What follows belongs to an exercise in optimizing a design on an open flow for small area, a short achievable clock period and few clock cycles; a production flow would make more cautious choices.
Power is estimated from default activity; no workload was simulated.

==> flow/design.v <==
`default_nettype none
module alu (
    input  wire        is_r_i,     
    input  wire        is_i_i,     
    input  wire [2:0]  f3_i,
    input  wire        f7z_i,      
    input  wire        f7s_i,      
    input  wire [4:0]  rd_i,
    input  wire [31:0] a_i,        
    input  wire [31:0] b_i,        
    output logic [31:0] result_o,
    output logic       writes_o    
);
    wire [2:0] f3  = f3_i;
    wire f7z  = f7z_i;
    wire f7s  = f7s_i;
    logic r_ok, i_ok;
    always_comb begin
        case (f3)
            3'b000:  r_ok = f7z | f7s;
            3'b001, 3'b010, 3'b100, 3'b110, 3'b111: r_ok = f7z;
            default: r_ok = 1'b0;
        endcase
        i_ok = (f3 == 3'b000) | (f3 == 3'b110) | (f3 == 3'b111);
    end
    assign writes_o = ((is_r_i & r_ok) | (is_i_i & i_ok)) & (rd_i != 5'd0);
    wire        do_sub = ~is_i_i & (f7s | (f3 == 3'b010));
    wire [31:0] bx     = b_i ^ {32{do_sub}};
    wire [31:0] p = a_i ^ bx;
    wire [31:0] g = a_i & bx;
    logic [31:0] gg, pp;
    always_comb begin
        gg = g;
        pp = p;
        gg[0] = g[0] | (p[0] & do_sub);
        for (int l = 1; l < 32; l = l * 2) begin
            for (int i = 2 * l - 1; i < 32; i = i + 2 * l) begin
                gg[i] = gg[i] | (pp[i] & gg[i - l]);
                pp[i] = pp[i] & pp[i - l];
            end
        end
        for (int l = 8; l >= 1; l = l / 2) begin
            for (int i = 3 * l - 1; i < 32; i = i + 2 * l) begin
                gg[i] = gg[i] | (pp[i] & gg[i - l]);
                pp[i] = pp[i] & pp[i - l];
            end
        end
    end
    wire [31:0] carry = {gg[30:0], do_sub};
    wire        lt    = (a_i[31] ^ b_i[31]) ? a_i[31] : (p[31] ^ carry[31]);
    wire [31:0] lg  = f3[1] ? (f3[0] ? g : (p | g)) : p;
    wire [31:0] arw = lg ^ (carry & {32{f3 == 3'b000}});
    always_comb begin
        case (f3)
            3'b001:  result_o = a_i << b_i[4:0];
            3'b010:  result_o = {31'd0, lt};
            default: result_o = arw;
        endcase
    end
endmodule
`default_nettype wire
`default_nettype none
module reg_file (
    input  wire        clk_i,
    input  wire        reset,
    input  wire [4:0]  addr_i,     
    output logic [31:0] rdata_o,   
    output logic [15:0] match_o,   
    input  wire        wr_en_i,    
    input  wire [15:0] drop_i,     
    input  wire [3:0]  idx_i,
    input  wire [4:0]  wr_tag_i,
    input  wire [31:0] wr_data_i
);
    logic [15:0] valid_q;
    logic [4:0]  tag_q  [16];
    logic [31:0] data_q [16];
    logic [15:0] match;
    logic [15:0] sel;
    always_comb begin
        rdata_o = '0;
        for (int i = 0; i < 16; i++) begin
            sel[i]   = (idx_i == i[3:0]);
            match[i] = valid_q[i] & (tag_q[i] == addr_i);
            rdata_o  = rdata_o | (data_q[i] & {32{match[i]}});
        end
    end
    assign match_o = match;
    always_ff @(posedge clk_i or posedge reset) begin
        if (reset) begin
            valid_q <= '0;
        end else begin
            for (int i = 0; i < 16; i++) begin
                if (wr_en_i && sel[i])                 valid_q[i] <= 1'b1;
                else if (wr_en_i && drop_i[i])          valid_q[i] <= 1'b0;
            end
        end
    end
    for (genvar i = 0; i < 16; i++) begin : g_entry
        for (genvar j = 0; j < 5; j++) begin : g_tag
            rf_bit u_bit (
                .clk_i  (clk_i),
                .hold_i (valid_q[i]),
                .we_i   (wr_en_i & sel[i]),
                .d_i    (wr_tag_i[j]),
                .q_o    (tag_q[i][j])
            );
        end
        for (genvar j = 0; j < 32; j++) begin : g_data
            rf_bit u_bit (
                .clk_i  (clk_i),
                .hold_i (valid_q[i]),
                .we_i   (wr_en_i & sel[i]),
                .d_i    (wr_data_i[j]),
                .q_o    (data_q[i][j])
            );
        end
    end
endmodule
`default_nettype wire
`default_nettype none
module rf_bit (
    input  wire  clk_i,
    input  wire  hold_i,
    input  wire  we_i,
    input  wire  d_i,
    output logic q_o
);
    always_ff @(posedge clk_i) begin
        q_o <= (q_o & hold_i) | (d_i & we_i);
    end
endmodule
`default_nettype wire
`default_nettype none
module cpu_lite_top (
    input  wire        clk_i,
    input  wire        reset,
    input  wire        host_valid_i,
    input  wire [7:0]  host_byte_i,
    input  wire [4:0]  reg_sel_i,
    input  wire [1:0]  byte_sel_i,
    output wire [7:0]  value_o,
    output wire        is_positive_o,
    output wire        done_o
);
    logic        loading_q;    
    logic        done_q;
    logic [1:0]  phase_q;      
    logic [4:0]  count_q;      
    logic        exec_q;       
    logic        is_r_q;       
    logic        is_i_q;       
    logic        rd0_q;        
    logic [7:0]  b1_q;         
    logic [3:0]  b2_q;         
    logic [7:0]  b3_q;         
    logic [31:0] a_q;          
    logic [15:0] drop_q;       
    wire start_seen = host_valid_i & ~loading_q & ~done_q & (host_byte_i == 8'hFE);
    wire end_seen   = host_valid_i & loading_q & (phase_q == 2'd0) & (host_byte_i == 8'hFF);
    wire data_stb   = host_valid_i & loading_q & ~end_seen;
    wire last_byte  = data_stb & (phase_q == 2'd3);
    wire kept       = ~count_q[4];
    wire [4:0] rd = {b1_q[3:0], rd0_q};
    logic [31:0] rdata;
    logic [15:0] match;
    logic [31:0] result;
    logic        writes;
    wire wr_en = exec_q & writes;
    always_ff @(posedge clk_i or posedge reset) begin
        if (reset) begin
            loading_q <= 1'b0;
            done_q    <= 1'b0;
            phase_q   <= 2'd0;
            count_q   <= 5'd0;
            exec_q    <= 1'b0;
        end else begin
            if (start_seen) loading_q <= 1'b1;
            if (end_seen) begin
                loading_q <= 1'b0;
                done_q    <= 1'b1;
            end
            if (data_stb) phase_q <= phase_q + 2'd1;
            if (exec_q) count_q <= count_q + 5'd1;
            exec_q <= last_byte & kept;
        end
    end
    always_ff @(posedge clk_i) begin
        b3_q   <= host_byte_i;
        drop_q <= match;
    end
    wire ld0 = data_stb & (phase_q == 2'd0);
    wire ld1 = data_stb & (phase_q == 2'd1);
    wire ld2 = data_stb & (phase_q == 2'd2);
    wire [2:0] b0_d = {host_byte_i[7], host_byte_i[6:0] == 7'b0010011,
                       host_byte_i[6:0] == 7'b0110011};
    logic [2:0] b0_q;
    assign is_r_q = b0_q[0];
    assign is_i_q = b0_q[1];
    assign rd0_q  = b0_q[2];
    for (genvar j = 0; j < 3; j++) begin : g_b0
        rf_bit u_bit (.clk_i (clk_i), .hold_i (~ld0), .we_i (ld0), .d_i (b0_d[j]), .q_o (b0_q[j]));
    end
    for (genvar j = 0; j < 8; j++) begin : g_b1
        rf_bit u_bit (.clk_i (clk_i), .hold_i (~ld1), .we_i (ld1), .d_i (host_byte_i[j]),
                      .q_o (b1_q[j]));
    end
    for (genvar j = 0; j < 4; j++) begin : g_b2
        rf_bit u_bit (.clk_i (clk_i), .hold_i (~ld2), .we_i (ld2), .d_i (host_byte_i[4 + j]),
                      .q_o (b2_q[j]));
    end
    for (genvar j = 0; j < 32; j++) begin : g_a
        rf_bit u_bit (.clk_i (clk_i), .hold_i (~ld2), .we_i (ld2), .d_i (rdata[j]), .q_o (a_q[j]));
    end
    wire sel_host = ~loading_q;
    wire sel_rs1  = loading_q & (phase_q == 2'd2);
    wire sel_rd   = loading_q & (phase_q == 2'd3);
    wire sel_rs2  = loading_q & exec_q & ~is_i_q;
    wire [4:0] rs2 = {b3_q[0], b2_q};
    wire [4:0] from_regs = ({5{sel_rd}} & rd) | ({5{sel_rs2}} & rs2) |
                           {4'd0, sel_rs1 & b1_q[7]};
    wire [4:0] addr;
    assign addr[0] = (sel_host & reg_sel_i[0]) | from_regs[0];
    for (genvar k = 1; k < 5; k++) begin : g_addr
        addr_bit u_addr (
            .host_i  (sel_host),
            .sel_i   (reg_sel_i[k]),
            .rs1_i   (sel_rs1),
            .byte_i  (host_byte_i[k - 1]),
            .regs_i  (from_regs[k]),
            .addr_o  (addr[k])
        );
    end
    wire [31:0] imm = {{20{b3_q[7]}}, b3_q, b2_q};
    wire [31:0] opb = rdata | (imm & {32{is_i_q}});
    alu u_alu (
        .is_r_i   (is_r_q),
        .is_i_i   (is_i_q),
        .f3_i     (b1_q[6:4]),
        .f7z_i    (b3_q[7:1] == 7'b0000000),
        .f7s_i    (b3_q[7:1] == 7'b0100000),
        .rd_i     (rd),
        .a_i      (a_q),
        .b_i      (opb),
        .result_o (result),
        .writes_o (writes)
    );
    reg_file u_reg_file (
        .clk_i     (clk_i),
        .reset     (reset),
        .addr_i    (addr),
        .rdata_o   (rdata),
        .match_o   (match),
        .wr_en_i   (wr_en),
        .drop_i    (drop_q),
        .idx_i     (count_q[3:0]),
        .wr_tag_i  (rd),
        .wr_data_i (result)
    );
    wire [3:0] bsel = 4'b0001 << byte_sel_i;
    byte_pick u_byte_pick (
        .word_i  (rdata),
        .sel_i   (bsel),
        .byte_o  (value_o)
    );
    assign is_positive_o = ~rdata[31];
    assign done_o        = done_q;
endmodule
`default_nettype wire
`default_nettype none
module byte_pick (
    input  wire [31:0] word_i,
    input  wire [3:0]  sel_i,
    output wire [7:0]  byte_o
);
    assign byte_o = (word_i[7:0] & {8{sel_i[0]}}) | (word_i[15:8] & {8{sel_i[1]}}) |
                    (word_i[23:16] & {8{sel_i[2]}}) | (word_i[31:24] & {8{sel_i[3]}});
endmodule
`default_nettype wire
`default_nettype none
module addr_bit (
    input  wire host_i,
    input  wire sel_i,
    input  wire rs1_i,
    input  wire byte_i,
    input  wire regs_i,
    output wire addr_o
);
    assign addr_o = (host_i & sel_i) | (rs1_i & byte_i) | regs_i;
endmodule
`default_nettype wire
export LEC_CHECK = 0
export CAP_MARGIN = 20
export CORE_MARGIN = 2
export CORE_UTILIZATION = 50
export CTS_BUF_LIST = sky130_fd_sc_hd__clkbuf_8
export CTS_CLUSTER_DIAMETER = 60
export CTS_CLUSTER_SIZE = 16
export PLACE_DENSITY = 0.6
export SETUP_SLACK_MARGIN = 5
export SLEW_MARGIN = 20
export SYNTH_HIERARCHICAL = 1
create_clock -name core_clock -period 14.0 [get_ports {clk_i}]
standard.sh (not shown) runs the stock make flow with config.mk's settings and CLKGATE_MAP_FILE= SYNTH_SCRIPT=/design/flow/synth_recipe.tcl, a recipe that flattens the netlist after the stock synthesis.
==> flow/flow/run.sh <==
#!/bin/bash
# Standard layout, with fast buffers on the ports and timing repair aiming further.
set -euo pipefail
bash standard.sh "BUFFER_PORTS_ARGS=-buffer_cell sky130_fd_sc_hd__buf_4" SETUP_SLACK_MARGIN=6 finish > standard_make.log 2>&1
The starting point completed without violations.
==> next run, changes <==
==> flow/flow/run.sh (replaced) <==
#!/bin/bash
# Standard layout, with fast buffers on the ports.
set -euo pipefail
bash standard.sh "BUFFER_PORTS_ARGS=-buffer_cell sky130_fd_sc_hd__buf_4" finish > standard_make.log 2>&1
Effect: Cell area fell by 7.7%. Area after synthesis does not change. Setup slack loses 440 ps. Power fell by 8.6%. Via count fell by 4.3%. Utilization fell by 4.5 points. Non-clock buffer count fell by 113. Critical path depth fell by 2. Maximum frequency fell by 4.9%.
No run of this note included a check of the RTL's function; only the layout flow was run.

[port drivers added, routing unchanged]
The results above use ideal ports. As a check the final layouts listed here were re-extracted and re-timed, cells and wires unchanged.
Step 1 sets driving cells, clkbuf_16 on the clock port and buf_2 on the other inputs (assumed; they add their load-dependent delay and slew).
Step 2 moves the port delays by t, midway between the first and last clock arrival at a register: inputs arrive t later, outputs are due t later. That takes back most of the time a late clock gives input paths.
a / b / c = ideal / step 1 / step 2; a / b = the first two.
run | shift t [ns] | setup WS [ns] | worst hold slack (ns) | worst slew at a driven data input, ns
the first run | 0.756 | 5.510 / 5.487 / 5.285 | 0.485 / 0.485 / 0.485 | 0.06
the second run | 0.749 | 5.072 / 5.049 / 4.577 | 0.473 / 0.473 / 0.473 | 0.04
After both steps setup and hold are still met in every run listed. For the second run, which loses most, drivers alone change the setup slack by -0.023 ns; drivers and shift together by -0.495 ns.
